Context: an optimization exercise on an open-source flow, tuned for small area and a short achievable clock period. The choices shown serve that exercise and are no tape-out recipe. No run shown here included a check of the RTL's function; only the layout flow was run.

## design/flow/design.v

```verilog
package fpu_pkg;
	typedef struct packed {
		logic                   sign;
		logic [8-1:0]  exp;
		logic [23-1:0] frac;
	} float_fields_t;
	typedef union packed {
		logic [32-1:0] word;
		float_fields_t          f;
	} float_t;
	typedef enum logic [1:0] {
		op_add = 2'b00,
		op_sub = 2'b01,
		op_rsv = 2'b10,
		op_mul = 2'b11
	} fpu_op_t;
endpackage
module fpu_special_case (
	input  fpu_pkg::float_t i_a,
	input  fpu_pkg::float_t i_b,
	input  logic            i_is_mul,
	output logic            o_hit,
	output fpu_pkg::float_t o_value
);
	localparam logic [8-1:0] exp_ones = 255;
	localparam logic [32-2:0] inf_mag = {exp_ones, {23{1'b0}}};
	logic   a_zero;
	logic   a_inf;
	logic   a_nan;
	logic   b_zero;
	logic   b_inf;
	logic   b_nan;
	logic   sign_x;
	fpu_pkg::float_t zero_val;
	fpu_pkg::float_t inf_val;
	assign a_zero = (i_a.word[32-2:0] == '0);
	assign a_inf  = (i_a.word[32-2:0] == inf_mag);
	assign a_nan  = (i_a.word[32-2:0] > inf_mag);
	assign b_zero = (i_b.word[32-2:0] == '0);
	assign b_inf  = (i_b.word[32-2:0] == inf_mag);
	assign b_nan  = (i_b.word[32-2:0] > inf_mag);
	assign sign_x        = i_a.f.sign ^ i_b.f.sign;
	assign zero_val.word = {sign_x, {(32-1){1'b0}}};
	assign inf_val.word  = {sign_x, inf_mag};
	always_comb begin
		o_hit   = 1'b1;
		o_value = i_a;
		if (i_is_mul) begin
			if (a_nan) begin
				o_value = i_a;
			end else if (b_nan) begin
				o_value = i_b;
			end else if (a_zero || b_zero) begin
				o_value = zero_val;
			end else if (a_inf || b_inf) begin
				o_value = inf_val;
			end else begin
				o_hit = 1'b0;
			end
		end else begin
			if (a_nan || b_zero) begin
				o_value = i_a;
			end else if (b_nan || a_zero) begin
				o_value = i_b;
			end else if (a_inf) begin
				o_value = i_a;
			end else if (b_inf) begin
				o_value = i_b;
			end else begin
				o_hit = 1'b0;
			end
		end
	end
endmodule
module fpu_add_far (
	input  logic            i_sign,
	input  logic [7:0]      i_exp,
	input  logic [23:0]     i_big_mant,
	input  logic [23:0]     i_small_mant,
	input  logic [4:0]      i_small_tz,
	input  logic [7:0]      i_diff,
	input  logic            i_sub,
	output fpu_pkg::float_t o_sum
);
	logic [25:0] shifted;
	logic        sticky;
	logic [26:0] small_ext;
	logic [27:0] raw;
	logic [23:0] mant;
	logic        guard;
	logic        rest;
	logic        inc;
	logic [24:0] rounded;
	logic [7:0]  exp_adj;
	assign shifted   = (i_diff > 8'd25) ? 26'd0 : ({i_small_mant, 2'b00} >> i_diff[4:0]);
	assign sticky    = ({3'b0, i_small_tz} + 8'd3 <= i_diff);
	assign small_ext = {shifted, sticky};
	assign raw = i_sub ? ({1'b0, i_big_mant, 3'b000} - {1'b0, small_ext})
	                   : ({1'b0, i_big_mant, 3'b000} + {1'b0, small_ext});
	always_comb begin
		if (raw[27]) begin
			mant    = raw[27:4];
			guard   = raw[3];
			rest    = |raw[2:0];
			exp_adj = i_exp + 8'd1;
		end else if (raw[26]) begin
			mant    = raw[26:3];
			guard   = raw[2];
			rest    = |raw[1:0];
			exp_adj = i_exp;
		end else begin
			mant    = raw[25:2];
			guard   = raw[1];
			rest    = raw[0];
			exp_adj = i_exp - 8'd1;
		end
	end
	assign inc     = guard & (rest | mant[0]);
	assign rounded = {1'b0, mant} + {24'b0, inc};
	assign o_sum.f.sign = i_sign;
	assign o_sum.f.exp  = exp_adj + {7'b0, rounded[24]};
	assign o_sum.f.frac = rounded[22:0];
endmodule
module fpu_add_near (
	input  logic            i_sign,
	input  logic [7:0]      i_exp,
	input  logic [23:0]     i_big_mant,
	input  logic [23:0]     i_small_mant,
	input  logic            i_diff,
	input  logic            i_sub,
	output fpu_pkg::float_t o_sum
);
	logic [25:0] op_b;
	logic [25:0] raw;
	logic [4:0]  lz;
	logic [25:0] norm;
	logic [22:0] frac_r;
	assign op_b = i_diff ? {2'b00, i_small_mant} : {1'b0, i_small_mant, 1'b0};
	assign raw  = i_sub ? ({1'b0, i_big_mant, 1'b0} - op_b) : ({1'b0, i_big_mant, 1'b0} + op_b);
	always_comb begin
		lz = '0;
		for (int i = 0; i < 26; i++) begin
			if (raw[i]) begin
				lz = 5'(25 - i);
			end
		end
	end
	assign norm = raw << lz;
	assign frac_r = raw[23:1] + {22'b0, raw[0] & raw[1]};
	always_comb begin
		if (raw == '0) begin
			o_sum.word = '0;
		end else begin
			o_sum.f.sign = i_sign;
			o_sum.f.exp  = i_exp + 8'd1 - {3'b0, lz};
			o_sum.f.frac = (raw[25:24] == 2'b01) ? frac_r : norm[24:2];
		end
	end
endmodule
module fpu_tzc24 (
	input  logic [23:0] i_v,
	output logic [4:0]  o_cnt
);
	always_comb begin
		o_cnt = 5'd24;
		for (int i = 23; i >= 0; i--) begin
			if (i_v[i]) begin
				o_cnt = 5'(i);
			end
		end
	end
endmodule
module fpu_adder (
	input  fpu_pkg::float_t i_a,
	input  fpu_pkg::float_t i_b,
	output fpu_pkg::float_t o_sum
);
	logic        a_big;
	logic [7:0]  a_exp;
	logic [7:0]  b_exp;
	logic [23:0] a_mant;
	logic [23:0] b_mant;
	logic [4:0]  a_tz;
	logic [4:0]  b_tz;
	logic [8:0]  d_ab;
	logic [8:0]  d_ba;
	logic [7:0]  diff;
	logic [7:0]  big_exp;
	logic [23:0] big_mant;
	logic [23:0] small_mant;
	logic [4:0]  small_tz;
	logic        big_sign;
	logic        big_subn;
	logic        eff_sub;
	logic        near;
	fpu_pkg::float_t far_sum;
	fpu_pkg::float_t near_sum;
	assign a_exp  = i_a.f.exp | {7'b0, ~|i_a.f.exp};
	assign b_exp  = i_b.f.exp | {7'b0, ~|i_b.f.exp};
	assign a_mant = {|i_a.f.exp, i_a.f.frac};
	assign b_mant = {|i_b.f.exp, i_b.f.frac};
	assign a_big = (i_a.word[30:0] >= i_b.word[30:0]);
	assign d_ab = {1'b0, a_exp} - {1'b0, b_exp};
	assign d_ba = {1'b0, b_exp} - {1'b0, a_exp};
	assign diff = d_ab[8] ? d_ba[7:0] : d_ab[7:0];
	fpu_tzc24 u_tza (.i_v(a_mant), .o_cnt(a_tz));
	fpu_tzc24 u_tzb (.i_v(b_mant), .o_cnt(b_tz));
	assign big_exp    = a_big ? a_exp : b_exp;
	assign big_mant   = a_big ? a_mant : b_mant;
	assign small_mant = a_big ? b_mant : a_mant;
	assign small_tz   = a_big ? b_tz : a_tz;
	assign big_sign   = a_big ? i_a.f.sign : i_b.f.sign;
	assign big_subn   = ~big_mant[23];
	assign eff_sub    = i_a.f.sign ^ i_b.f.sign;
	assign near = (diff[7:1] == 7'd0) & (eff_sub | big_subn);
	fpu_add_far u_far (
		.i_sign       (big_sign),
		.i_exp        (big_exp),
		.i_big_mant   (big_mant),
		.i_small_mant (small_mant),
		.i_small_tz   (small_tz),
		.i_diff       (diff),
		.i_sub        (eff_sub),
		.o_sum        (far_sum)
	);
	fpu_add_near u_near (
		.i_sign       (big_sign),
		.i_exp        (big_exp),
		.i_big_mant   (big_mant),
		.i_small_mant (small_mant),
		.i_diff       (diff[0]),
		.i_sub        (eff_sub),
		.o_sum        (near_sum)
	);
	assign o_sum = near ? near_sum : far_sum;
endmodule
module fpu_lzc24 (
	input  logic [23:0] i_v,
	output logic [4:0]  o_cnt
);
	always_comb begin
		o_cnt = '0;
		for (int i = 0; i < 24; i++) begin
			if (i_v[i]) begin
				o_cnt = 5'(23 - i);
			end
		end
	end
endmodule
module fpu_multiplier (
	input  fpu_pkg::float_t i_a,
	input  fpu_pkg::float_t i_b,
	output fpu_pkg::float_t o_product
);
	logic [23:0] a_mant;
	logic [23:0] b_mant;
	logic [4:0]  a_lz;
	logic [4:0]  b_lz;
	logic [5:0]  shift;
	logic [47:0] row0;
	logic [47:0] row1;
	logic [47:0] product;
	logic [47:0] norm;
	logic [7:0]  exp_base;
	assign a_mant = {|i_a.f.exp, i_a.f.frac};
	assign b_mant = {|i_b.f.exp, i_b.f.frac};
	fpu_lzc24 u_lza (.i_v(a_mant), .o_cnt(a_lz));
	fpu_lzc24 u_lzb (.i_v(b_mant), .o_cnt(b_lz));
	assign shift = {1'b0, a_lz} + {1'b0, b_lz};
	fpu_mul_tree u_tree (
		.i_a    (a_mant),
		.i_b    (b_mant),
		.o_row0 (row0),
		.o_row1 (row1)
	);
	assign product = row0 + row1;
	assign norm    = product << shift;
	assign exp_base = (i_a.f.exp | {7'b0, ~|i_a.f.exp}) + (i_b.f.exp | {7'b0, ~|i_b.f.exp})
	                  - 8'(127) - {2'b0, shift};
	always_comb begin
		o_product.f.sign = i_a.f.sign ^ i_b.f.sign;
		if (norm[47]) begin
			o_product.f.exp  = exp_base + 8'd1;
			o_product.f.frac = norm[46:24];
		end else begin
			o_product.f.exp  = exp_base;
			o_product.f.frac = norm[45:23];
		end
	end
endmodule
module fpu_mul_tree (
	input  logic [23:0] i_a,
	input  logic [23:0] i_b,
	output logic [47:0] o_row0,
	output logic [47:0] o_row1
);
	logic [24:0] b_ext;
	logic [24:0] a_x1;
	logic [24:0] a_x2;
	logic [11:0] one;
	logic [11:0] two;
	logic [11:0] neg;
	logic [11:0] nneg;
	logic [24:0] x0;
	logic [24:0] x1;
	logic [24:0] x2;
	logic [24:0] x3;
	logic [24:0] x4;
	logic [24:0] x5;
	logic [24:0] x6;
	logic [24:0] x7;
	logic [24:0] x8;
	logic [24:0] x9;
	logic [24:0] x10;
	logic [24:0] x11;
	logic [23:0] top;
	logic t1, t2, t3, t4, t5, t6, t7, t8, t9, t10, t11, t12, t13, t14, t15, t16, t17, t18, t19, t20, t21, t22, t23, t24, t25, t26, t27, t28, t29, t30, t31, t32, t33, t34, t35, t36, t37, t38, t39, t40, t41, t42, t43, t44, t45, t46, t47, t48, t49, t50, t51, t52, t53, t54, t55, t56, t57, t58, t59, t60, t61, t62, t63, t64, t65, t66, t67, t68, t69, t70, t71, t72, t73, t74, t75, t76, t77, t78, t79, t80, t81, t82, t83, t84, t85, t86, t87, t88, t89, t90, t91, t92, t93, t94, t95, t96, t97, t98, t99, t100, t101, t102, t103, t104, t105, t106, t107, t108, t109, t110, t111, t112, t113, t114, t115, t116, t117, t118, t119, t120, t121, t122, t123, t124, t125, t126, t127, t128, t129, t130, t131, t132, t133, t134, t135, t136, t137, t138, t139, t140, t141, t142, t143, t144, t145, t146, t147, t148, t149, t150, t151, t152, t153, t154, t155, t156, t157, t158, t159, t160, t161, t162, t163, t164, t165, t166, t167, t168, t169, t170, t171, t172, t173, t174, t175, t176, t177, t178, t179, t180, t181, t182, t183, t184, t185, t186, t187, t188, t189, t190, t191, t192, t193, t194, t195, t196, t197, t198, t199, t200, t201, t202, t203, t204, t205, t206, t207, t208, t209, t210, t211, t212, t213, t214, t215, t216, t217, t218, t219, t220, t221, t222, t223, t224, t225, t226, t227, t228, t229, t230, t231, t232, t233, t234, t235, t236, t237, t238, t239, t240, t241, t242, t243, t244, t245, t246, t247, t248, t249, t250, t251, t252, t253, t254, t255, t256, t257, t258, t259, t260, t261, t262, t263, t264, t265, t266, t267, t268, t269, t270, t271, t272, t273, t274, t275, t276, t277, t278, t279, t280, t281, t282, t283, t284, t285, t286, t287, t288, t289, t290, t291, t292, t293, t294, t295, t296, t297, t298, t299, t300, t301, t302, t303, t304, t305, t306, t307, t308, t309, t310, t311, t312, t313, t314, t315, t316, t317, t318, t319, t320, t321, t322, t323, t324, t325, t326, t327, t328, t329, t330, t331, t332, t333, t334, t335, t336, t337, t338, t339, t340, t341, t342, t343, t344, t345, t346, t347, t348, t349, t350, t351, t352, t353, t354, t355, t356, t357, t358, t359, t360, t361, t362, t363, t364, t365, t366, t367, t368, t369, t370, t371, t372, t373, t374, t375, t376, t377, t378, t379, t380, t381, t382, t383, t384, t385, t386, t387, t388, t389, t390, t391, t392, t393, t394, t395, t396, t397, t398, t399, t400, t401, t402, t403, t404, t405, t406, t407, t408, t409, t410, t411, t412, t413, t414, t415, t416, t417, t418, t419, t420, t421, t422, t423, t424, t425, t426, t427, t428, t429, t430, t431, t432, t433, t434, t435, t436, t437, t438, t439, t440, t441, t442, t443, t444, t445, t446, t447, t448, t449, t450, t451, t452, t453, t454, t455, t456, t457, t458, t459, t460, t461, t462, t463, t464, t465, t466, t467, t468, t469, t470, t471, t472, t473, t474, t475, t476, t477, t478, t479, t480, t481, t482, t483, t484, t485, t486, t487, t488, t489, t490, t491, t492, t493, t494, t495, t496, t497, t498, t499, t500, t501, t502, t503, t504, t505, t506, t507, t508, t509, t510, t511, t512, t513, t514, t515, t516, t517, t518, t519, t520, t521, t522, t523, t524, t525, t526, t527, t528, t529, t530, t531, t532, t533, t534, t535, t536, t537, t538, t539, t540, t541, t542, t543, t544, t545, t546, t547, t548, t549, t550, t551, t552, t553, t554, t555, t556, t557, t558, t559, t560, t561, t562, t563, t564, t565, t566, t567, t568, t569, t570, t571, t572, t573, t574, t575, t576, t577, t578, t579, t580, t581, t582, t583, t584, t585, t586, t587, t588, t589, t590, t591, t592;
	assign b_ext = {i_b, 1'b0};
	assign a_x1  = {1'b0, i_a};
	assign a_x2  = {i_a, 1'b0};
	assign one[0]  = b_ext[1] ^ b_ext[0];
	assign two[0]  = (b_ext[2] & ~b_ext[1] & ~b_ext[0]) | (~b_ext[2] & b_ext[1] & b_ext[0]);
	assign neg[0]  = b_ext[2];
	assign nneg[0] = ~b_ext[2];
	assign x0 = ((a_x1 & {25{one[0]}}) | (a_x2 & {25{two[0]}})) ^ {25{neg[0]}};
	assign one[1]  = b_ext[3] ^ b_ext[2];
	assign two[1]  = (b_ext[4] & ~b_ext[3] & ~b_ext[2]) | (~b_ext[4] & b_ext[3] & b_ext[2]);
	assign neg[1]  = b_ext[4];
	assign nneg[1] = ~b_ext[4];
	assign x1 = ((a_x1 & {25{one[1]}}) | (a_x2 & {25{two[1]}})) ^ {25{neg[1]}};
	assign one[2]  = b_ext[5] ^ b_ext[4];
	assign two[2]  = (b_ext[6] & ~b_ext[5] & ~b_ext[4]) | (~b_ext[6] & b_ext[5] & b_ext[4]);
	assign neg[2]  = b_ext[6];
	assign nneg[2] = ~b_ext[6];
	assign x2 = ((a_x1 & {25{one[2]}}) | (a_x2 & {25{two[2]}})) ^ {25{neg[2]}};
	assign one[3]  = b_ext[7] ^ b_ext[6];
	assign two[3]  = (b_ext[8] & ~b_ext[7] & ~b_ext[6]) | (~b_ext[8] & b_ext[7] & b_ext[6]);
	assign neg[3]  = b_ext[8];
	assign nneg[3] = ~b_ext[8];
	assign x3 = ((a_x1 & {25{one[3]}}) | (a_x2 & {25{two[3]}})) ^ {25{neg[3]}};
	assign one[4]  = b_ext[9] ^ b_ext[8];
	assign two[4]  = (b_ext[10] & ~b_ext[9] & ~b_ext[8]) | (~b_ext[10] & b_ext[9] & b_ext[8]);
	assign neg[4]  = b_ext[10];
	assign nneg[4] = ~b_ext[10];
	assign x4 = ((a_x1 & {25{one[4]}}) | (a_x2 & {25{two[4]}})) ^ {25{neg[4]}};
	assign one[5]  = b_ext[11] ^ b_ext[10];
	assign two[5]  = (b_ext[12] & ~b_ext[11] & ~b_ext[10]) | (~b_ext[12] & b_ext[11] & b_ext[10]);
	assign neg[5]  = b_ext[12];
	assign nneg[5] = ~b_ext[12];
	assign x5 = ((a_x1 & {25{one[5]}}) | (a_x2 & {25{two[5]}})) ^ {25{neg[5]}};
	assign one[6]  = b_ext[13] ^ b_ext[12];
	assign two[6]  = (b_ext[14] & ~b_ext[13] & ~b_ext[12]) | (~b_ext[14] & b_ext[13] & b_ext[12]);
	assign neg[6]  = b_ext[14];
	assign nneg[6] = ~b_ext[14];
	assign x6 = ((a_x1 & {25{one[6]}}) | (a_x2 & {25{two[6]}})) ^ {25{neg[6]}};
	assign one[7]  = b_ext[15] ^ b_ext[14];
	assign two[7]  = (b_ext[16] & ~b_ext[15] & ~b_ext[14]) | (~b_ext[16] & b_ext[15] & b_ext[14]);
	assign neg[7]  = b_ext[16];
	assign nneg[7] = ~b_ext[16];
	assign x7 = ((a_x1 & {25{one[7]}}) | (a_x2 & {25{two[7]}})) ^ {25{neg[7]}};
	assign one[8]  = b_ext[17] ^ b_ext[16];
	assign two[8]  = (b_ext[18] & ~b_ext[17] & ~b_ext[16]) | (~b_ext[18] & b_ext[17] & b_ext[16]);
	assign neg[8]  = b_ext[18];
	assign nneg[8] = ~b_ext[18];
	assign x8 = ((a_x1 & {25{one[8]}}) | (a_x2 & {25{two[8]}})) ^ {25{neg[8]}};
	assign one[9]  = b_ext[19] ^ b_ext[18];
	assign two[9]  = (b_ext[20] & ~b_ext[19] & ~b_ext[18]) | (~b_ext[20] & b_ext[19] & b_ext[18]);
	assign neg[9]  = b_ext[20];
	assign nneg[9] = ~b_ext[20];
	assign x9 = ((a_x1 & {25{one[9]}}) | (a_x2 & {25{two[9]}})) ^ {25{neg[9]}};
	assign one[10]  = b_ext[21] ^ b_ext[20];
	assign two[10]  = (b_ext[22] & ~b_ext[21] & ~b_ext[20]) | (~b_ext[22] & b_ext[21] & b_ext[20]);
	assign neg[10]  = b_ext[22];
	assign nneg[10] = ~b_ext[22];
	assign x10 = ((a_x1 & {25{one[10]}}) | (a_x2 & {25{two[10]}})) ^ {25{neg[10]}};
	assign one[11]  = b_ext[23] ^ b_ext[22];
	assign two[11]  = (b_ext[24] & ~b_ext[23] & ~b_ext[22]) | (~b_ext[24] & b_ext[23] & b_ext[22]);
	assign neg[11]  = b_ext[24];
	assign nneg[11] = ~b_ext[24];
	assign x11 = ((a_x1 & {25{one[11]}}) | (a_x2 & {25{two[11]}})) ^ {25{neg[11]}};
	assign top = i_a & {24{i_b[23]}};
	assign {t2, t1} = x0[16] + x1[14];
	assign {t4, t3} = x0[17] + x1[15];
	assign {t6, t5} = x0[18] + x1[16] + x2[14];
	assign {t8, t7} = x3[12] + x4[10];
	assign {t10, t9} = x0[19] + x1[17] + x2[15];
	assign {t12, t11} = x3[13] + x4[11];
	assign {t14, t13} = x0[20] + x1[18] + x2[16];
	assign {t16, t15} = x3[14] + x4[12] + x5[10];
	assign {t18, t17} = x6[8] + x7[6];
	assign {t20, t19} = x0[21] + x1[19] + x2[17];
	assign {t22, t21} = x3[15] + x4[13] + x5[11];
	assign {t24, t23} = x6[9] + x7[7];
	assign {t26, t25} = x0[22] + x1[20] + x2[18];
	assign {t28, t27} = x3[16] + x4[14] + x5[12];
	assign {t30, t29} = x6[10] + x7[8] + x8[6];
	assign {t32, t31} = x9[4] + x10[2];
	assign {t34, t33} = x0[23] + x1[21] + x2[19];
	assign {t36, t35} = x3[17] + x4[15] + x5[13];
	assign {t38, t37} = x6[11] + x7[9] + x8[7];
	assign {t40, t39} = x9[5] + x10[3];
	assign {t42, t41} = x0[24] + x1[22] + x2[20];
	assign {t44, t43} = x3[18] + x4[16] + x5[14];
	assign {t46, t45} = x6[12] + x7[10] + x8[8];
	assign {t48, t47} = x9[6] + x10[4] + x11[2];
	assign {t50, t49} = x1[23] + x2[21] + x3[19];
	assign {t52, t51} = x4[17] + x5[15] + x6[13];
	assign {t54, t53} = x7[11] + x8[9] + x9[7];
	assign {t56, t55} = x10[5] + x11[3] + top[1];
	assign {t58, t57} = x1[24] + x2[22] + x3[20];
	assign {t60, t59} = x4[18] + x5[16] + x6[14];
	assign {t62, t61} = x7[12] + x8[10] + x9[8];
	assign {t64, t63} = x10[6] + x11[4] + top[2];
	assign {t66, t65} = nneg[1] + x2[23] + x3[21];
	assign {t68, t67} = x4[19] + x5[17] + x6[15];
	assign {t70, t69} = x7[13] + x8[11] + x9[9];
	assign {t72, t71} = x10[7] + x11[5] + top[3];
	assign {t74, t73} = 1'b1 + x2[24] + x3[22];
	assign {t76, t75} = x4[20] + x5[18] + x6[16];
	assign {t78, t77} = x7[14] + x8[12] + x9[10];
	assign {t80, t79} = x10[8] + x11[6];
	assign {t82, t81} = nneg[2] + x3[23] + x4[21];
	assign {t84, t83} = x5[19] + x6[17] + x7[15];
	assign {t86, t85} = x8[13] + x9[11] + x10[9];
	assign {t88, t87} = 1'b1 + x3[24] + x4[22];
	assign {t90, t89} = x5[20] + x6[18] + x7[16];
	assign {t92, t91} = x8[14] + x9[12];
	assign {t94, t93} = nneg[3] + x4[23] + x5[21];
	assign {t96, t95} = x6[19] + x7[17] + x8[15];
	assign {t98, t97} = 1'b1 + x4[24] + x5[22];
	assign {t100, t99} = x6[20] + x7[18];
	assign {t102, t101} = nneg[4] + x5[23] + x6[21];
	assign {t104, t103} = 1'b1 + x5[24];
	assign {t106, t105} = x0[10] + x1[8];
	assign {t108, t107} = x0[11] + x1[9];
	assign {t110, t109} = x0[12] + x1[10] + x2[8];
	assign {t112, t111} = x3[6] + x4[4];
	assign {t114, t113} = x0[13] + x1[11] + x2[9];
	assign {t116, t115} = x3[7] + x4[5];
	assign {t118, t117} = x0[14] + x1[12] + x2[10];
	assign {t120, t119} = x3[8] + x4[6] + x5[4];
	assign {t122, t121} = x6[2] + x7[0];
	assign {t124, t123} = x0[15] + x1[13] + x2[11];
	assign {t126, t125} = x3[9] + x4[7] + x5[5];
	assign {t128, t127} = x6[3] + x7[1];
	assign {t130, t129} = t1 + x2[12] + x3[10];
	assign {t132, t131} = x4[8] + x5[6] + x6[4];
	assign {t134, t133} = x7[2] + x8[0] + neg[8];
	assign {t136, t135} = t2 + t3 + x2[13];
	assign {t138, t137} = x3[11] + x4[9] + x5[7];
	assign {t140, t139} = x6[5] + x7[3] + x8[1];
	assign {t142, t141} = t4 + t5 + t7;
	assign {t144, t143} = x5[8] + x6[6] + x7[4];
	assign {t146, t145} = x8[2] + x9[0] + neg[9];
	assign {t148, t147} = t6 + t8 + t9;
	assign {t150, t149} = t11 + x5[9] + x6[7];
	assign {t152, t151} = x7[5] + x8[3] + x9[1];
	assign {t154, t153} = t10 + t12 + t13;
	assign {t156, t155} = t15 + t17 + x8[4];
	assign {t158, t157} = x9[2] + x10[0] + neg[10];
	assign {t160, t159} = t14 + t16 + t18;
	assign {t162, t161} = t19 + t21 + t23;
	assign {t164, t163} = x8[5] + x9[3] + x10[1];
	assign {t166, t165} = t20 + t22 + t24;
	assign {t168, t167} = t25 + t27 + t29;
	assign {t170, t169} = t31 + x11[0] + neg[11];
	assign {t172, t171} = t26 + t28 + t30;
	assign {t174, t173} = t32 + t33 + t35;
	assign {t176, t175} = t37 + t39 + x11[1];
	assign {t178, t177} = t34 + t36 + t38;
	assign {t180, t179} = t40 + t41 + t43;
	assign {t182, t181} = t45 + t47 + top[0];
	assign {t184, t183} = t42 + t44 + t46;
	assign {t186, t185} = t48 + t49 + t51;
	assign {t188, t187} = t53 + t55 + neg[0];
	assign {t190, t189} = t50 + t52 + t54;
	assign {t192, t191} = t56 + t57 + t59;
	assign {t194, t193} = t61 + t63 + neg[0];
	assign {t196, t195} = t58 + t60 + t62;
	assign {t198, t197} = t64 + t65 + t67;
	assign {t200, t199} = t69 + t71 + nneg[0];
	assign {t202, t201} = t66 + t68 + t70;
	assign {t204, t203} = t72 + t73 + t75;
	assign {t206, t205} = t77 + t79 + top[4];
	assign {t208, t207} = t74 + t76 + t78;
	assign {t210, t209} = t80 + t81 + t83;
	assign {t212, t211} = t85 + x11[7] + top[5];
	assign {t214, t213} = t82 + t84 + t86;
	assign {t216, t215} = t87 + t89 + t91;
	assign {t218, t217} = x10[10] + x11[8] + top[6];
	assign {t220, t219} = t88 + t90 + t92;
	assign {t222, t221} = t93 + t95 + x9[13];
	assign {t224, t223} = x10[11] + x11[9] + top[7];
	assign {t226, t225} = t94 + t96 + t97;
	assign {t228, t227} = t99 + x8[16] + x9[14];
	assign {t230, t229} = x10[12] + x11[10] + top[8];
	assign {t232, t231} = t98 + t100 + t101;
	assign {t234, t233} = x7[19] + x8[17] + x9[15];
	assign {t236, t235} = x10[13] + x11[11] + top[9];
	assign {t238, t237} = t102 + t103 + x6[22];
	assign {t240, t239} = x7[20] + x8[18] + x9[16];
	assign {t242, t241} = x10[14] + x11[12] + top[10];
	assign {t244, t243} = t104 + nneg[5] + x6[23];
	assign {t246, t245} = x7[21] + x8[19] + x9[17];
	assign {t248, t247} = x10[15] + x11[13] + top[11];
	assign {t250, t249} = 1'b1 + x6[24] + x7[22];
	assign {t252, t251} = x8[20] + x9[18] + x10[16];
	assign {t254, t253} = x11[14] + top[12];
	assign {t256, t255} = nneg[6] + x7[23] + x8[21];
	assign {t258, t257} = x9[19] + x10[17] + x11[15];
	assign {t260, t259} = 1'b1 + x7[24] + x8[22];
	assign {t262, t261} = x9[20] + x10[18];
	assign {t264, t263} = nneg[7] + x8[23] + x9[21];
	assign {t266, t265} = 1'b1 + x8[24];
	assign {t268, t267} = x0[6] + x1[4];
	assign {t270, t269} = x0[7] + x1[5];
	assign {t272, t271} = x0[8] + x1[6] + x2[4];
	assign {t274, t273} = x3[2] + x4[0];
	assign {t276, t275} = x0[9] + x1[7] + x2[5];
	assign {t278, t277} = x3[3] + x4[1];
	assign {t280, t279} = t105 + x2[6] + x3[4];
	assign {t282, t281} = x4[2] + x5[0] + neg[5];
	assign {t284, t283} = t106 + t107 + x2[7];
	assign {t286, t285} = x3[5] + x4[3] + x5[1];
	assign {t288, t287} = t108 + t109 + t111;
	assign {t290, t289} = x5[2] + x6[0] + neg[6];
	assign {t292, t291} = t110 + t112 + t113;
	assign {t294, t293} = t115 + x5[3] + x6[1];
	assign {t296, t295} = t114 + t116 + t117;
	assign {t298, t297} = t119 + t121 + neg[7];
	assign {t300, t299} = t118 + t120 + t122;
	assign {t302, t301} = t123 + t125 + t127;
	assign {t304, t303} = t124 + t126 + t128;
	assign {t306, t305} = t129 + t131 + t133;
	assign {t308, t307} = t130 + t132 + t134;
	assign {t310, t309} = t135 + t137 + t139;
	assign {t312, t311} = t136 + t138 + t140;
	assign {t314, t313} = t141 + t143 + t145;
	assign {t316, t315} = t142 + t144 + t146;
	assign {t318, t317} = t147 + t149 + t151;
	assign {t320, t319} = t148 + t150 + t152;
	assign {t322, t321} = t153 + t155 + t157;
	assign {t324, t323} = t154 + t156 + t158;
	assign {t326, t325} = t159 + t161 + t163;
	assign {t328, t327} = t160 + t162 + t164;
	assign {t330, t329} = t165 + t167 + t169;
	assign {t332, t331} = t166 + t168 + t170;
	assign {t334, t333} = t171 + t173 + t175;
	assign {t336, t335} = t172 + t174 + t176;
	assign {t338, t337} = t177 + t179 + t181;
	assign {t340, t339} = t178 + t180 + t182;
	assign {t342, t341} = t183 + t185 + t187;
	assign {t344, t343} = t184 + t186 + t188;
	assign {t346, t345} = t189 + t191 + t193;
	assign {t348, t347} = t190 + t192 + t194;
	assign {t350, t349} = t195 + t197 + t199;
	assign {t352, t351} = t196 + t198 + t200;
	assign {t354, t353} = t201 + t203 + t205;
	assign {t356, t355} = t202 + t204 + t206;
	assign {t358, t357} = t207 + t209 + t211;
	assign {t360, t359} = t208 + t210 + t212;
	assign {t362, t361} = t213 + t215 + t217;
	assign {t364, t363} = t214 + t216 + t218;
	assign {t366, t365} = t219 + t221 + t223;
	assign {t368, t367} = t220 + t222 + t224;
	assign {t370, t369} = t225 + t227 + t229;
	assign {t372, t371} = t226 + t228 + t230;
	assign {t374, t373} = t231 + t233 + t235;
	assign {t376, t375} = t232 + t234 + t236;
	assign {t378, t377} = t237 + t239 + t241;
	assign {t380, t379} = t238 + t240 + t242;
	assign {t382, t381} = t243 + t245 + t247;
	assign {t384, t383} = t244 + t246 + t248;
	assign {t386, t385} = t249 + t251 + t253;
	assign {t388, t387} = t250 + t252 + t254;
	assign {t390, t389} = t255 + t257 + top[13];
	assign {t392, t391} = t256 + t258 + t259;
	assign {t394, t393} = t261 + x11[16] + top[14];
	assign {t396, t395} = t260 + t262 + t263;
	assign {t398, t397} = x10[19] + x11[17] + top[15];
	assign {t400, t399} = t264 + t265 + x9[22];
	assign {t402, t401} = x10[20] + x11[18] + top[16];
	assign {t404, t403} = t266 + nneg[8] + x9[23];
	assign {t406, t405} = x10[21] + x11[19] + top[17];
	assign {t408, t407} = 1'b1 + x9[24] + x10[22];
	assign {t410, t409} = x11[20] + top[18];
	assign {t412, t411} = nneg[9] + x10[23] + x11[21];
	assign {t414, t413} = 1'b1 + x10[24];
	assign {t416, t415} = x0[4] + x1[2];
	assign {t418, t417} = x0[5] + x1[3];
	assign {t420, t419} = t267 + x2[2] + x3[0];
	assign {t422, t421} = t268 + t269 + x2[3];
	assign {t424, t423} = t270 + t271 + t273;
	assign {t426, t425} = t272 + t274 + t275;
	assign {t428, t427} = t276 + t278 + t279;
	assign {t430, t429} = t280 + t282 + t283;
	assign {t432, t431} = t284 + t286 + t287;
	assign {t434, t433} = t288 + t290 + t291;
	assign {t436, t435} = t292 + t294 + t295;
	assign {t438, t437} = t296 + t298 + t299;
	assign {t440, t439} = t300 + t302 + t303;
	assign {t442, t441} = t304 + t306 + t307;
	assign {t444, t443} = t308 + t310 + t311;
	assign {t446, t445} = t312 + t314 + t315;
	assign {t448, t447} = t316 + t318 + t319;
	assign {t450, t449} = t320 + t322 + t323;
	assign {t452, t451} = t324 + t326 + t327;
	assign {t454, t453} = t328 + t330 + t331;
	assign {t456, t455} = t332 + t334 + t335;
	assign {t458, t457} = t336 + t338 + t339;
	assign {t460, t459} = t340 + t342 + t343;
	assign {t462, t461} = t344 + t346 + t347;
	assign {t464, t463} = t348 + t350 + t351;
	assign {t466, t465} = t352 + t354 + t355;
	assign {t468, t467} = t356 + t358 + t359;
	assign {t470, t469} = t360 + t362 + t363;
	assign {t472, t471} = t364 + t366 + t367;
	assign {t474, t473} = t368 + t370 + t371;
	assign {t476, t475} = t372 + t374 + t375;
	assign {t478, t477} = t376 + t378 + t379;
	assign {t480, t479} = t380 + t382 + t383;
	assign {t482, t481} = t384 + t386 + t387;
	assign {t484, t483} = t388 + t390 + t391;
	assign {t486, t485} = t392 + t394 + t395;
	assign {t488, t487} = t396 + t398 + t399;
	assign {t490, t489} = t400 + t402 + t403;
	assign {t492, t491} = t404 + t406 + t407;
	assign {t494, t493} = t408 + t410 + t411;
	assign {t496, t495} = t412 + t413 + x11[22];
	assign {t498, t497} = t414 + nneg[10] + x11[23];
	assign {t500, t499} = 1'b1 + x11[24];
	assign {t502, t501} = x0[2] + x1[0];
	assign {t504, t503} = x0[3] + x1[1];
	assign {t506, t505} = t415 + x2[0] + neg[2];
	assign {t508, t507} = t416 + t417 + x2[1];
	assign {t510, t509} = t418 + t419 + neg[3];
	assign {t512, t511} = t420 + t421 + x3[1];
	assign {t514, t513} = t422 + t423 + neg[4];
	assign {t516, t515} = t424 + t425 + t277;
	assign {t518, t517} = t426 + t427 + t281;
	assign {t520, t519} = t428 + t429 + t285;
	assign {t522, t521} = t430 + t431 + t289;
	assign {t524, t523} = t432 + t433 + t293;
	assign {t526, t525} = t434 + t435 + t297;
	assign {t528, t527} = t436 + t437 + t301;
	assign {t530, t529} = t438 + t439 + t305;
	assign {t532, t531} = t440 + t441 + t309;
	assign {t534, t533} = t442 + t443 + t313;
	assign {t536, t535} = t444 + t445 + t317;
	assign {t538, t537} = t446 + t447 + t321;
	assign {t540, t539} = t448 + t449 + t325;
	assign {t542, t541} = t450 + t451 + t329;
	assign {t544, t543} = t452 + t453 + t333;
	assign {t546, t545} = t454 + t455 + t337;
	assign {t548, t547} = t456 + t457 + t341;
	assign {t550, t549} = t458 + t459 + t345;
	assign {t552, t551} = t460 + t461 + t349;
	assign {t554, t553} = t462 + t463 + t353;
	assign {t556, t555} = t464 + t465 + t357;
	assign {t558, t557} = t466 + t467 + t361;
	assign {t560, t559} = t468 + t469 + t365;
	assign {t562, t561} = t470 + t471 + t369;
	assign {t564, t563} = t472 + t473 + t373;
	assign {t566, t565} = t474 + t475 + t377;
	assign {t568, t567} = t476 + t477 + t381;
	assign {t570, t569} = t478 + t479 + t385;
	assign {t572, t571} = t480 + t481 + t389;
	assign {t574, t573} = t482 + t483 + t393;
	assign {t576, t575} = t484 + t485 + t397;
	assign {t578, t577} = t486 + t487 + t401;
	assign {t580, t579} = t488 + t489 + t405;
	assign {t582, t581} = t490 + t491 + t409;
	assign {t584, t583} = t492 + t493 + top[19];
	assign {t586, t585} = t494 + t495 + top[20];
	assign {t588, t587} = t496 + t497 + top[21];
	assign {t590, t589} = t498 + t499 + top[22];
	assign {t592, t591} = t500 + nneg[11] + top[23];
	assign o_row0[0] = x0[0];
	assign o_row1[0] = neg[0];
	assign o_row0[1] = x0[1];
	assign o_row1[1] = 1'b0;
	assign o_row0[2] = t501;
	assign o_row1[2] = neg[1];
	assign o_row0[3] = t502;
	assign o_row1[3] = t503;
	assign o_row0[4] = t504;
	assign o_row1[4] = t505;
	assign o_row0[5] = t506;
	assign o_row1[5] = t507;
	assign o_row0[6] = t508;
	assign o_row1[6] = t509;
	assign o_row0[7] = t510;
	assign o_row1[7] = t511;
	assign o_row0[8] = t512;
	assign o_row1[8] = t513;
	assign o_row0[9] = t514;
	assign o_row1[9] = t515;
	assign o_row0[10] = t516;
	assign o_row1[10] = t517;
	assign o_row0[11] = t518;
	assign o_row1[11] = t519;
	assign o_row0[12] = t520;
	assign o_row1[12] = t521;
	assign o_row0[13] = t522;
	assign o_row1[13] = t523;
	assign o_row0[14] = t524;
	assign o_row1[14] = t525;
	assign o_row0[15] = t526;
	assign o_row1[15] = t527;
	assign o_row0[16] = t528;
	assign o_row1[16] = t529;
	assign o_row0[17] = t530;
	assign o_row1[17] = t531;
	assign o_row0[18] = t532;
	assign o_row1[18] = t533;
	assign o_row0[19] = t534;
	assign o_row1[19] = t535;
	assign o_row0[20] = t536;
	assign o_row1[20] = t537;
	assign o_row0[21] = t538;
	assign o_row1[21] = t539;
	assign o_row0[22] = t540;
	assign o_row1[22] = t541;
	assign o_row0[23] = t542;
	assign o_row1[23] = t543;
	assign o_row0[24] = t544;
	assign o_row1[24] = t545;
	assign o_row0[25] = t546;
	assign o_row1[25] = t547;
	assign o_row0[26] = t548;
	assign o_row1[26] = t549;
	assign o_row0[27] = t550;
	assign o_row1[27] = t551;
	assign o_row0[28] = t552;
	assign o_row1[28] = t553;
	assign o_row0[29] = t554;
	assign o_row1[29] = t555;
	assign o_row0[30] = t556;
	assign o_row1[30] = t557;
	assign o_row0[31] = t558;
	assign o_row1[31] = t559;
	assign o_row0[32] = t560;
	assign o_row1[32] = t561;
	assign o_row0[33] = t562;
	assign o_row1[33] = t563;
	assign o_row0[34] = t564;
	assign o_row1[34] = t565;
	assign o_row0[35] = t566;
	assign o_row1[35] = t567;
	assign o_row0[36] = t568;
	assign o_row1[36] = t569;
	assign o_row0[37] = t570;
	assign o_row1[37] = t571;
	assign o_row0[38] = t572;
	assign o_row1[38] = t573;
	assign o_row0[39] = t574;
	assign o_row1[39] = t575;
	assign o_row0[40] = t576;
	assign o_row1[40] = t577;
	assign o_row0[41] = t578;
	assign o_row1[41] = t579;
	assign o_row0[42] = t580;
	assign o_row1[42] = t581;
	assign o_row0[43] = t582;
	assign o_row1[43] = t583;
	assign o_row0[44] = t584;
	assign o_row1[44] = t585;
	assign o_row0[45] = t586;
	assign o_row1[45] = t587;
	assign o_row0[46] = t588;
	assign o_row1[46] = t589;
	assign o_row0[47] = t590;
	assign o_row1[47] = t591;
endmodule
module fpu_top (
	input  logic             clk,
	input  logic             i_rst_n,
	input  logic [1:0]       i_op,
	input  logic [31:0]      i_a,
	input  logic [31:0]      i_b,
	output logic [31:0]      o_result
);
	fpu_pkg::float_t a_w;
	fpu_pkg::float_t b_w;
	logic   is_sub;
	logic   is_mul;
	fpu_pkg::float_t eff_b;
	logic   sc_hit;
	fpu_pkg::float_t sc_value;
	fpu_pkg::float_t sum;
	fpu_pkg::float_t product;
	fpu_pkg::float_t next_result;
	assign a_w.word = i_a;
	assign b_w.word = i_b;
	assign is_sub = (i_op == fpu_pkg::op_sub);
	assign is_mul = (i_op == fpu_pkg::op_mul);
	always_comb begin
		eff_b        = b_w;
		eff_b.f.sign = b_w.f.sign ^ is_sub;
	end
	fpu_special_case u_special (
		.i_a      (a_w),
		.i_b      (eff_b),
		.i_is_mul (is_mul),
		.o_hit    (sc_hit),
		.o_value  (sc_value)
	);
	fpu_adder u_adder (
		.i_a   (a_w),
		.i_b   (eff_b),
		.o_sum (sum)
	);
	fpu_multiplier u_mult (
		.i_a       (a_w),
		.i_b       (b_w),
		.o_product (product)
	);
	always_comb begin
		case (i_op)
			fpu_pkg::op_rsv:  next_result.word = 32'h7FC0_0000;
			fpu_pkg::op_mul:  next_result = sc_hit ? sc_value : product;
			default: next_result = sc_hit ? sc_value : sum;
		endcase
	end
	always_ff @(posedge clk or negedge i_rst_n) begin
		if (!i_rst_n) begin
			o_result <= '0;
		end else begin
			o_result <= next_result.word;
		end
	end
endmodule
```

## design/flow/config.mk

```make
export PLATFORM = sky130hd
export DESIGN_NAME = fpu_top
export DESIGN_NICKNAME = fpu_top
export VERILOG_FILES = /design/flow/design.v
export SDC_FILE = /design/flow/constraint.sdc
export NUM_CORES = 4
export LEC_CHECK = 0
export ABC_AREA = 1
export CAP_MARGIN = 20
export CORE_MARGIN = 2
export CORE_UTILIZATION = 40
export SLEW_MARGIN = 20
```

## design/flow/run.sh

```bash
#!/bin/bash
# synth_recipe.tcl (not shown) runs the flow's synth.tcl, then flattens the netlist and writes it again
# the make line also repeats each setting of config.mk as NAME=value (left out here)
make -C /OpenROAD-flow-scripts/flow DESIGN_CONFIG=/design/flow/config.mk WORK_HOME=/design/flow/orfs CLKGATE_MAP_FILE= SYNTH_SCRIPT=/design/flow/synth_recipe.tcl finish
```

## design/flow/constraint.sdc

```tcl
create_clock -name core_clock -period 17.0 [get_ports {clk}]
set_input_delay 3.4000 -clock core_clock [delete_from_list [all_inputs] [get_ports {clk}]]
set_output_delay 3.4000 -clock core_clock [all_outputs]
set_load 0.01 [all_outputs]
```

==> impl_metrics.xml, run 1 <==
<?xml version="1.0" encoding="UTF-8"?>
<metrics>
  <group name="status">
    <metric name="outcome" unit="">finished clean</metric>
  </group>
  <group name="yosys">
    <metric name="postSynth.asyncResetShare" unit="%">100</metric>
    <metric name="netlist-cell-type-count" unit="">77</metric>
    <metric name="synthesis.area" unit="µm²">33900</metric>
    <metric name="flip_flop_and_latch_count_after_synthesis" unit="">32</metric>
    <metric name="synth_top_area_cell" unit="">fa_1</metric>
    <metric name="yosys_warnings" unit="">7</metric>
    <metric name="synth_enable_flop_cells" unit="">0</metric>
    <metric name="ys_seq_area_share" unit="%">2.36</metric>
    <metric name="synthesis.area_per_instance" unit="µm²">6.11</metric>
    <metric name="yosysTopAreaCellShare" unit="%">15.4</metric>
    <metric name="synth_nets" unit="">6128</metric>
    <metric name="synthTopCellsByArea" unit="">fa_1, nand2_1, xor2_1</metric>
    <metric name="syn_inst" unit="">5545</metric>
    <metric name="yosys_most_used_dff" unit="">dfrtp_1</metric>
  </group>
  <group name="die">
    <metric name="floorplan.initialDensity" unit="%">40.5</metric>
    <metric name="io_pins" unit="">100</metric>
    <metric name="row_count" unit="">106</metric>
    <metric name="core_region_area" unit="µm²">83700</metric>
    <metric name="floorplan.die.width" unit="µm">295</metric>
    <metric name="die-height" unit="µm">295</metric>
    <metric name="die_area" unit="µm²">87000</metric>
  </group>
  <group name="finish">
    <metric name="biggestRegsByFlops" unit="">o_result: 32 flops</metric>
    <metric name="final_core_utilization" unit="%">43.1</metric>
    <metric name="post-route-cell-area" unit="µm²">36100</metric>
    <metric name="diodes" unit="">0</metric>
    <metric name="num-fill-cells" unit="">9125</metric>
    <metric name="registers.top_by_ff_count" unit="">o_result</metric>
    <metric name="synthToLayoutAreaGrowth" unit="%">6.49</metric>
    <metric name="largest_register_ff_count" unit="">32</metric>
    <metric name="final_cells" unit="">6590</metric>
    <metric name="nets" unit="">6038</metric>
    <metric name="drive_gt1_share" unit="%">5.63</metric>
  </group>
  <group name="setup_path">
    <metric name="crit_slowest_cell" unit="">clkdlybuf4s50_1</metric>
    <metric name="timing.critical_path.buf_inv" unit="">6</metric>
    <metric name="maximum_single_stage_delay_on_the_critical_path" unit="ns">0.75</metric>
    <metric name="arrival_worst_endpoint" unit="ns">14.69</metric>
    <metric name="setup_crit_path_kind" unit="">input pin to register</metric>
    <metric name="setup.worst_path.end_class" unit="">register</metric>
    <metric name="critical_path.max_fanout" unit="">31</metric>
    <metric name="critical-path-top-delay-family" unit="">simple AND/OR/NAND/NOR gates</metric>
    <metric name="critical_path.startpoint_type" unit="">input pin</metric>
    <metric name="path_common_cell" unit="">nand2_1</metric>
    <metric name="crit_required" unit="ns">17.21</metric>
  </group>
  <group name="clock_tree">
    <metric name="tritoncts_clock_tree" unit="">built</metric>
    <metric name="ctsHoldBuffers" unit="">0</metric>
    <metric name="cts_repair_resize_count" unit="">0</metric>
    <metric name="clk_root_buffer_cell" unit="">clkbuf_16</metric>
    <metric name="cts.htree.levels" unit="">2</metric>
    <metric name="post_cts_repair_setup_buffers" unit="">0</metric>
    <metric name="worst_setup_hold_path_clk_slew" unit="ns">0.06</metric>
    <metric name="cts_inserted_buffers" unit="">5</metric>
    <metric name="clockBufferDepth" unit="">2</metric>
    <metric name="clock-sinks" unit="">32</metric>
  </group>
  <group name="drt">
    <metric name="vias" unit="">38700</metric>
    <metric name="detailedRoute.firstPassIterationCount" unit="">6</metric>
    <metric name="route.antenna.remaining_nets" unit="">0</metric>
    <metric name="vias_per_cell" unit="">5.87</metric>
    <metric name="avgRoutedWirePerCell" unit="µm">24.1</metric>
    <metric name="first_iter_violations" unit="">3823</metric>
    <metric name="totalWireLength" unit="µm">159000</metric>
    <metric name="detail_route.drc_violations" unit="">0</metric>
  </group>
  <group name="placed_design">
    <metric name="finalWeightedCongestion" unit="">0.987</metric>
    <metric name="dpl-instance-area" unit="µm²">35900</metric>
    <metric name="dp_hpwl" unit="µm">122000</metric>
    <metric name="place_inst" unit="">6582</metric>
    <metric name="port_buffers" unit="">99</metric>
  </group>
  <group name="timing">
    <metric name="timing_worst_slew_pin_value" unit="ns">1.17</metric>
    <metric name="maxClockFrequency" unit="MHz">69.0</metric>
    <metric name="worst_hold_slack" unit="ns">3.53</metric>
    <metric name="fin_setup_tns" unit="ns">0</metric>
    <metric name="count_of_pins_over_their_slew_limit" unit="">0</metric>
    <metric name="finalCriticalPeriod" unit="ns">14.49</metric>
    <metric name="final_min_period_over_clock_period" unit="%">85.2</metric>
    <metric name="unrepaired_setup_endpoints_after_global_routing" unit="">no</metric>
    <metric name="finalSetupViolations" unit="">0</metric>
    <metric name="timing.max_slew.rel_slack" unit="%">21.4</metric>
    <metric name="hold_viol" unit="">0</metric>
  </group>
  <group name="grt">
    <metric name="grt_overflow_total" unit="">0</metric>
    <metric name="global_route_wire_length_before_repair" unit="µm">236000</metric>
    <metric name="grt_max_degree" unit="">119</metric>
    <metric name="grt_util_all_layers" unit="%">35.9</metric>
    <metric name="grt_pass1_vias" unit="">37300</metric>
    <metric name="antenna_found_initial" unit="">2</metric>
  </group>
  <group name="run">
    <metric name="drv.max_cap_violation_count" unit="">0</metric>
  </group>
  <group name="hold_path">
    <metric name="worst_hold_path_type" unit="">input pin to asynchronous set/reset pin</metric>
  </group>
</metrics>
[how the worst max path moves through the flow]
| stage | from | endpoint | slack [ns] | cells after the start |
|---|---|---|---|---|
| 2_1_floorplan | i_b[13] | o_result[29] | 5.26 | 66 |
| 3_3_place_gp | i_a[24] | o_result[29] | 2.33 | 67 |
| 3_5_place_dp | i_a[24] | o_result[29] | 2.41 | 65 |
| 4_1_cts | i_a[24] | o_result[29] | 2.64 | 65 |
| 5_1_grt | i_a[24] | o_result[29] | 1.33 | 67 |
| 6_report | i_a[24] | o_result[29] | 2.51 | 65 |
[metrics by stage]
step / setup WS [ns]
2_1_floorplan: 5.26
3_3_place_gp: 2.33
3_5_place_dp: 2.41
4_1_cts: 2.64
5_1_grt: 1.33
6_report: 2.51
[cell usage in the layout, fill, tap and decap left out, types with 9 or more instances in the layout]
cell type,instances
nor4_1,13
a31oi_1,45
a211oi_1,9
fa_1,260
o21ai_2,26
o31ai_1,14
nor2_2,17
inv_2,40
nand2_1,1237
o21a_1,17
buf_4,127
ha_1,254
o21bai_1,14
o21ai_1,71
nand2_2,15
o22ai_1,285
nand3_1,341
a21oi_1,305
nor3_1,36
nand4_1,39
xnor2_1,26
dfrtp_1,32
xor2_1,377
nor2_1,422
a21o_1,14
or2_2,27
inv_1,717
o211ai_1,51
o21ai_0,372
clkinv_1,28
clkdlybuf4s50_1,98
a32oi_1,10
[cell families (layout without fill, tap and decap cells)]
kind of cell             after synthesis  count (layout)  share of synthesized area [%]
AND/OR/NAND/NOR                     2183            2183                           27.0
XOR/XNOR                             409             409                           10.7
flip-flops                            32              32                           2.36
other                                  1               1                         0.0111
buffers and inverters               1111            1022                           12.8
adder cells (fa/ha/maj)              515             515                           24.8
multiplexers                           6               6                          0.181
AO/OA/AOI/OAI                       1288            1288                           22.2
[cells in the mapped netlist (all sizes together) (17+ instances only)]
cell type / number
xnor2: 26
nor2: 443
buf: 109
o22ai: 285
nand2: 1258
inv: 759
o21ai: 469
o21a: 17
nand3: 349
o211ai: 54
nor3: 41
fa: 261
or2: 31
nand4: 39
dfrtp: 32
xor2: 383
clkinv: 29
clkbuf: 214
a21oi: 312
ha: 254
a31oi: 45
[final cells by class]
type	count	area [µm²]	share of cell area (%)
clock buffers	5	125	0.347
flip-flops and latches	32	801	2.22
clock inverters	3	42.5	0.118
repair buffers	226	1940	5.38
multi-input cells	4402	28800	79.8
well taps	1134	1420	3.93
inverters	788	2960	8.22
[layer usage]
| metal | routed length [µm] | up-vias | track usage [%] |
|---|---|---|---|
| met1 | 61900 | 18000 | 44.1 |
| met4 | 12800 | 2 | 24.1 |
| met2 | 70400 | 2065 | 57.8 |
| met3 | 13500 | 584 | 5.92 |
| li1 | - | 18000 | - |
| met5 | 8 | - | 0 |
==> run 2, diff against run 1 <==
--- a/design/flow/config.mk
+++ b/design/flow/config.mk
@@ -9,4 +9,5 @@
 export CAP_MARGIN = 20
 export CORE_MARGIN = 2
 export CORE_UTILIZATION = 40
+export SETUP_SLACK_MARGIN = 5
 export SLEW_MARGIN = 20
==> run 2 against run 1 <==
Final cell count grew 2.4%. Critical endpoint unchanged. Worst hold slack gained 0.0018 ns. Sequential share of layout area shrank 0.14 points. Critical path depth shrank 24. Still clean on timing, DRC and antenna. First-iteration DRC count grew 5.3%. Routed wire length grew 3.8%. Via count grew 3.4%. Largest cell class unchanged. Sequential cell count is the same.
==> impl_metrics.xml, run 2 <==
<?xml version="1.0" encoding="UTF-8"?>
<metrics>
  <group name="setup_path">
    <metric name="path_common_cell" unit="">nand2_1</metric>
    <metric name="crit_required" unit="ns">17.15</metric>
    <metric name="critical_path.startpoint_type" unit="">input pin</metric>
    <metric name="setup_crit_path_kind" unit="">input pin to register</metric>
    <metric name="critical_path.max_fanout" unit="">59</metric>
    <metric name="arrival_worst_endpoint" unit="ns">11.98</metric>
    <metric name="crit_slowest_cell" unit="">o21ai_0</metric>
    <metric name="maximum_single_stage_delay_on_the_critical_path" unit="ns">1.09</metric>
    <metric name="setup.worst_path.end_class" unit="">register</metric>
  </group>
  <group name="yosys">
    <metric name="compound_cell_area_share_of_the_yosys_netlist" unit="%">22.2</metric>
    <metric name="yosys_warnings" unit="">7</metric>
    <metric name="yosys_most_used_dff" unit="">dfrtp_1</metric>
    <metric name="syn_inst" unit="">5545</metric>
    <metric name="synth_enable_flop_cells" unit="">0</metric>
    <metric name="netlist-cell-type-count" unit="">77</metric>
    <metric name="post_synth_and_or_nand_nor_area_fraction" unit="%">27.0</metric>
    <metric name="flip_flop_and_latch_count_after_synthesis" unit="">32</metric>
    <metric name="ys_seq_area_share" unit="%">2.36</metric>
    <metric name="synthesis.area_per_instance" unit="µm²">6.11</metric>
    <metric name="yosys.area_share.xor_xnor" unit="%">10.7</metric>
    <metric name="synth-adder-area-share" unit="%">24.8</metric>
    <metric name="synthMostInstantiatedCell" unit="">nand2_1</metric>
    <metric name="synth_top_area_cell" unit="">fa_1</metric>
    <metric name="synthesis.area" unit="µm²">33900</metric>
    <metric name="synth_nets" unit="">6128</metric>
    <metric name="netlist_top_cells_count" unit="">nand2_1, inv_1, nor2_1</metric>
    <metric name="yosysTopAreaCellShare" unit="%">15.4</metric>
    <metric name="postSynth.asyncResetShare" unit="%">100</metric>
    <metric name="synthMuxAreaShare" unit="%">0.181</metric>
    <metric name="synthTopCellsByArea" unit="">fa_1, nand2_1, xor2_1</metric>
    <metric name="dominant_combinational_cell_family_by_area_after_synthesis" unit="">simple AND/OR/NAND/NOR gates</metric>
  </group>
  <group name="drt">
    <metric name="vias_per_cell" unit="">5.93</metric>
    <metric name="detail_route.drc_violations" unit="">0</metric>
    <metric name="vias" unit="">40000</metric>
    <metric name="avgRoutedWirePerCell" unit="µm">24.4</metric>
    <metric name="totalWireLength" unit="µm">165000</metric>
    <metric name="route.antenna.remaining_nets" unit="">0</metric>
    <metric name="detailedRoute.firstPassIterationCount" unit="">6</metric>
    <metric name="first_iter_violations" unit="">4026</metric>
  </group>
  <group name="clock_tree">
    <metric name="ctsHoldBuffers" unit="">0</metric>
    <metric name="cts.htree.levels" unit="">2</metric>
    <metric name="clockBufferDepth" unit="">2</metric>
    <metric name="clk_root_buffer_cell" unit="">clkbuf_16</metric>
    <metric name="worst_setup_hold_path_clk_slew" unit="ns">0.06</metric>
    <metric name="clock-sinks" unit="">32</metric>
    <metric name="tritoncts_clock_tree" unit="">built</metric>
    <metric name="cts_inserted_buffers" unit="">5</metric>
  </group>
  <group name="timing">
    <metric name="worst_hold_slack" unit="ns">3.54</metric>
    <metric name="hold_viol" unit="">0</metric>
    <metric name="timing.max_slew.rel_slack" unit="%">18.3</metric>
    <metric name="timing_worst_slew_pin_value" unit="ns">1.21</metric>
    <metric name="fin_setup_tns" unit="ns">0</metric>
    <metric name="unrepaired_setup_endpoints_after_global_routing" unit="">no</metric>
    <metric name="count_of_pins_over_their_slew_limit" unit="">0</metric>
    <metric name="maxClockFrequency" unit="MHz">84.5</metric>
    <metric name="final_min_period_over_clock_period" unit="%">69.6</metric>
    <metric name="finalCriticalPeriod" unit="ns">11.83</metric>
    <metric name="finalSetupViolations" unit="">0</metric>
    <metric name="post-route-worst-setup-slack" unit="ns">5.17</metric>
  </group>
  <group name="die">
    <metric name="floorplan.initialDensity" unit="%">40.5</metric>
    <metric name="die_area" unit="µm²">87000</metric>
    <metric name="die-height" unit="µm">295</metric>
    <metric name="floorplan.die.width" unit="µm">295</metric>
    <metric name="core_region_area" unit="µm²">83700</metric>
    <metric name="row_count" unit="">106</metric>
    <metric name="io_pins" unit="">100</metric>
  </group>
  <group name="hold_path">
    <metric name="worst_hold_path_type" unit="">input pin to asynchronous set/reset pin</metric>
  </group>
  <group name="grt">
    <metric name="antenna_found_initial" unit="">5</metric>
    <metric name="global_route_wire_length_before_repair" unit="µm">241000</metric>
    <metric name="grt_overflow_total" unit="">0</metric>
    <metric name="grt_max_degree" unit="">60</metric>
    <metric name="grt_pass1_vias" unit="">38000</metric>
    <metric name="grt_util_all_layers" unit="%">36.7</metric>
  </group>
  <group name="placed_design">
    <metric name="finalWeightedCongestion" unit="">0.987</metric>
    <metric name="pre_cts_ws" unit="ns">2.41</metric>
    <metric name="place_inst" unit="">6582</metric>
    <metric name="port_buffers" unit="">99</metric>
    <metric name="dp_hpwl" unit="µm">122000</metric>
  </group>
  <group name="status">
    <metric name="outcome" unit="">finished clean</metric>
  </group>
  <group name="run">
    <metric name="drv.max_cap_violation_count" unit="">0</metric>
  </group>
  <group name="finish">
    <metric name="drive_gt1_share" unit="%">11.9</metric>
    <metric name="biggestRegsByFlops" unit="">o_result: 32 flops</metric>
    <metric name="final_cells" unit="">6746</metric>
    <metric name="num-fill-cells" unit="">8961</metric>
    <metric name="nets" unit="">6192</metric>
    <metric name="synthToLayoutAreaGrowth" unit="%">13.8</metric>
    <metric name="mostFrequentLayoutCell" unit="">nand2_1</metric>
    <metric name="final_cell_mix" unit="">nand2_1, inv_1, nor2_1</metric>
    <metric name="registers.top_by_ff_count" unit="">o_result</metric>
    <metric name="largest_register_ff_count" unit="">32</metric>
  </group>
</metrics>
run 2: changes by cell type in the layout (fill, tap and decap cells not counted), sizes merged:
cell and change:
dlygate4sd2 +9, nand2 +8, clkdlybuf4s15 +1, bufbuf +2
clkdlybuf4s50 -57, clkbuf +31, diode +2, nor2 +1
inv -6, clkinvlp +9, buf +142, dlymetal6s2s +14
run 2: final cells by class:
| class | count | area [µm²] | area share, % |
|---|---|---|---|
| Clock buffer | 5 | 125 | 0.325 |
| Antenna cell | 2 | 5.00 | 0.0130 |
| Timing Repair Buffer | 368 | 3290 | 8.54 |
| Timing Repair inverter | 3 | 17.5 | 0.0454 |
| Sequential cell | 32 | 801 | 2.08 |
| Multi-Input combinational cell | 4411 | 29800 | 77.3 |
| Clock inverter | 3 | 42.5 | 0.110 |
| Inverter | 788 | 3040 | 7.89 |
| Tap cell | 1134 | 1420 | 3.68 |
run 2: logic make-up (layout without fill, tap and decap cells):
family,Yosys count,in the layout
and+or+nand+nor,2183,2192
AOI/OAI and AO/OA,1288,1288
buffers and inverters,1111,1167
adders and majority gates,515,515
xor gates and xnor gates,409,409
DFF,32,32
muxes,6,6
other,1,3
run 2: worst max-delay path by stage:
stage,endpoint,from,depth (start not counted),slack [ns]
2_1_floorplan,o_result[29],i_b[13],66,5.26
3_3_place_gp,o_result[29],i_a[24],67,2.33
3_5_place_dp,o_result[29],i_a[24],65,2.41
4_1_cts,o_result[6],i_b[11],40,5.00
5_1_grt,o_result[29],i_b[22],41,4.91
6_report,o_result[29],i_b[22],41,5.17
run 2: routing by layer:
metal	GRT usage [%]	share of wire [%]
met2	58.9	44
met4	25.0	8.7
met5	0	0.0049
met3	6.05	9.0
met1	45.1	38
run 2: through the flow:
stage / instance area, µm² / util, %
finish: 38500 / 46.1
global placement: 35900 / 42.9
global route: 38500 / 46.1
detailed placement: 35900 / 42.9
CTS: 37000 / 44.2
floorplan: 33900 / -
run 2: worst max-delay path, delay by kind of cell:
family / cells / cell delay, ns
simple gates: 21 / 2.95
buf+inv: 5 / 1.01
fa+ha+maj: 4 / 1.51
compound gates: 10 / 2.87
xor+xnor: 1 / 0.17
run 2: repair_timing:
action                     CTS  global route
pin swaps                   18            70
resized for setup          192           315
buffers inserted            47            89
gates cloned                12             6
setup endpoints to repair   31            31
==> run 3, diff against run 2 <==
--- a/design/flow/config.mk
+++ b/design/flow/config.mk
@@ -5,7 +5,6 @@
 export SDC_FILE = /design/flow/constraint.sdc
 export NUM_CORES = 4
 export LEC_CHECK = 0
-export ABC_AREA = 1
 export CAP_MARGIN = 20
 export CORE_MARGIN = 2
 export CORE_UTILIZATION = 40
==> run 3 against run 2 <==
Die area rose by 19%. Sequential cell count did not move. Sequential share of layout area fell by 0.42 points. Global-route usage rose by 3.9 points. Critical path type unchanged. Highest routed layer unchanged.
==> impl_metrics.xml, run 3 <==
<?xml version="1.0" encoding="UTF-8"?>
<metrics>
  <group name="drt">
    <metric name="totalWireLength" unit="µm">223000</metric>
    <metric name="vias" unit="">51000</metric>
    <metric name="avgRoutedWirePerCell" unit="µm">30.6</metric>
    <metric name="route.antenna.remaining_nets" unit="">0</metric>
    <metric name="detail_route.drc_violations" unit="">0</metric>
    <metric name="detailedRoute.firstPassIterationCount" unit="">9</metric>
  </group>
  <group name="finish">
    <metric name="final_cell_mix" unit="">a21oi_1, nor2_1, nand2_1</metric>
    <metric name="biggestRegsByFlops" unit="">o_result: 32 flops</metric>
    <metric name="drive_gt1_share" unit="%">19.0</metric>
    <metric name="mostFrequentLayoutCell" unit="">a21oi_1</metric>
    <metric name="synthToLayoutAreaGrowth" unit="%">19.5</metric>
    <metric name="combined_area_of_the_multi_input_logic_cells" unit="µm²">38800</metric>
    <metric name="largest_register_ff_count" unit="">32</metric>
    <metric name="flip_flop_and_latch_area" unit="µm²">801</metric>
    <metric name="num-fill-cells" unit="">10100</metric>
    <metric name="nets" unit="">6556</metric>
    <metric name="final_core_utilization" unit="%">48.3</metric>
  </group>
  <group name="clock_tree">
    <metric name="clock-sinks" unit="">32</metric>
    <metric name="cts.htree.levels" unit="">2</metric>
    <metric name="clockBufferDepth" unit="">2</metric>
    <metric name="clk_root_buffer_cell" unit="">clkbuf_16</metric>
    <metric name="tritoncts_clock_tree" unit="">built</metric>
  </group>
  <group name="placed_design">
    <metric name="finalWeightedCongestion" unit="">1.03</metric>
    <metric name="dp_hpwl" unit="µm">157000</metric>
  </group>
  <group name="yosys">
    <metric name="dominant_combinational_cell_family_by_area_after_synthesis" unit="">compound AO/OA/AOI/OAI gates</metric>
    <metric name="syn_inst" unit="">5984</metric>
    <metric name="ys_seq_area_share" unit="%">1.98</metric>
    <metric name="synthMuxAreaShare" unit="%">6.87</metric>
    <metric name="yosysTopAreaCellShare" unit="%">12.9</metric>
    <metric name="synth_enable_flop_cells" unit="">0</metric>
    <metric name="synthTopCellsByArea" unit="">fa_1, ha_1, a21oi_1</metric>
    <metric name="netlist-cell-type-count" unit="">109</metric>
    <metric name="synth-adder-area-share" unit="%">20.9</metric>
    <metric name="synthesis.area_per_instance" unit="µm²">6.76</metric>
    <metric name="yosys_most_used_dff" unit="">dfrtp_1</metric>
    <metric name="flip_flop_and_latch_count_after_synthesis" unit="">32</metric>
    <metric name="synthesis.area" unit="µm²">40500</metric>
    <metric name="post_synth_and_or_nand_nor_area_fraction" unit="%">19.2</metric>
    <metric name="synthMostInstantiatedCell" unit="">a21oi_1</metric>
  </group>
  <group name="setup_path">
    <metric name="crit_slowest_cell" unit="">clkdlybuf4s50_1</metric>
    <metric name="crit_required" unit="ns">17.15</metric>
    <metric name="timing.critical_path.buf_inv" unit="">8</metric>
    <metric name="critical_path.startpoint_type" unit="">input pin</metric>
    <metric name="critical-path-top-delay-family" unit="">compound AO/OA/AOI/OAI gates</metric>
    <metric name="setup.worst_path.end_class" unit="">register</metric>
    <metric name="maximum_single_stage_delay_on_the_critical_path" unit="ns">0.49</metric>
    <metric name="arrival_worst_endpoint" unit="ns">12.17</metric>
  </group>
  <group name="timing">
    <metric name="fin_setup_tns" unit="ns">0</metric>
    <metric name="maxClockFrequency" unit="MHz">83.2</metric>
    <metric name="final_min_period_over_clock_period" unit="%">70.7</metric>
    <metric name="finalCriticalPeriod" unit="ns">12.03</metric>
    <metric name="timing_worst_slew_pin_value" unit="ns">1.23</metric>
  </group>
  <group name="status">
    <metric name="outcome" unit="">finished clean</metric>
  </group>
  <group name="die">
    <metric name="die_area" unit="µm²">104000</metric>
    <metric name="row_count" unit="">116</metric>
    <metric name="die-height" unit="µm">322</metric>
    <metric name="floorplan.initialDensity" unit="%">40.4</metric>
    <metric name="floorplan.die.width" unit="µm">322</metric>
    <metric name="core_region_area" unit="µm²">100000</metric>
  </group>
  <group name="grt">
    <metric name="grt_max_degree" unit="">71</metric>
    <metric name="grt_overflow_total" unit="">0</metric>
    <metric name="global_route_wire_length_before_repair" unit="µm">320000</metric>
    <metric name="grt_pass1_vias" unit="">46900</metric>
  </group>
  <group name="hold_path">
    <metric name="worst_hold_path_type" unit="">input pin to asynchronous set/reset pin</metric>
  </group>
</metrics>
run 3: repair_timing:
action | 4_1_cts | 5_1_grt
buffers inserted | 140 | 102
gates resized for setup | 474 | 377
hold endpoints to repair | 0 | 0
cloned | 27 | 12
setup endpoints to repair | 32 | 31
pin swaps | 83 | 144
run 3: cell type report:
type                    count  area share, %
diodes                     13         0.0673
clock buffers               8          0.303
inverters                 422           3.50
multi-input cells        4946           80.2
flip-flops and latches     32           1.66
well taps                1298           3.36
repair buffers            566           10.9
run 3: worst max-delay path by stage:
stage                     cells past startpoint     from            to  slack (ns)
after floorplan                              54  i_b[20]  o_result[26]        4.89
after CTS                                    45  i_a[29]  o_result[26]        4.99
after detailed placement                     48  i_b[27]  o_result[26]        1.76
final                                        47  i_b[14]  o_result[26]        4.97
after global routing                         46  i_b[22]  o_result[26]        4.64
after global placement                       48  i_b[27]  o_result[26]        1.77
run 3: stage by stage:
step                      cells  cell area [µm²]  setup slack, ns  hold slack, ns
after floorplan            5984            40800             4.89            3.10
after global placement     6982            42400             1.77            3.82
after detailed placement   6982            42400             1.76            3.82
after CTS                  7157            45900             4.99            3.53
after global routing       7277            48300             4.64            3.56
final                      7285            48300             4.97            3.52
run 3: cell families (layout without fill, tap and decap cells):
logic type                 count (synthesis)  after routing
buffers and inverters                   1025            996
xor gates and xnor gates                 188            188
other                                      1             14
adders and majority gates                519            519
and+or+nand+nor                         1681           1694
DFF                                       32             32
AOI/OAI and AO/OA                       2300           2306
muxes                                    238            238
run 3: per-layer routing:
layer  up-vias  GRT usage [%]  part of all wire (%)
met4         8           23.8                   8.3
li1      21900              -                     -
met1     24100           51.7                    37
met3      1112           9.26                    12
met5         -              0                 0.059
met2      3895           62.7                    42

## what the ideal ports hide
How much do the figures lean on ideal ports? The routed layouts below were timed once more, with nothing changed but the port constraints. Step 1 (the two cells are an assumption about what drives the block):
set clk [get_ports {clk}]
set_driving_cell -lib_cell sky130_fd_sc_hd__clkbuf_16 $clk
set_driving_cell -lib_cell sky130_fd_sc_hd__buf_2 [delete_from_list [all_inputs] $clk]
Step 2 also shifts input and output timing later by t, the mid clock arrival at the registers, as if the neighbouring blocks saw the same clock. Three values: no drivers, after step 1, after step 2; two values: the first two.
run | t (ns) | setup WS [ns] | worst register clock-pin slew, ns
run 1 | 0.298 | 2.514 / 2.481 / 2.183 | 0.06 / 0.06
run 2 | 0.299 | 5.173 / 5.176 / 4.877 | 0.06 / 0.06
run 3 | 0.302 | 4.974 / 4.966 / 4.664 | 0.05 / 0.05
After both steps setup and hold are still met in every run listed. The setup slack of run 1, which loses most, moves by -0.033 ns with the drivers and by -0.331 ns with both steps.
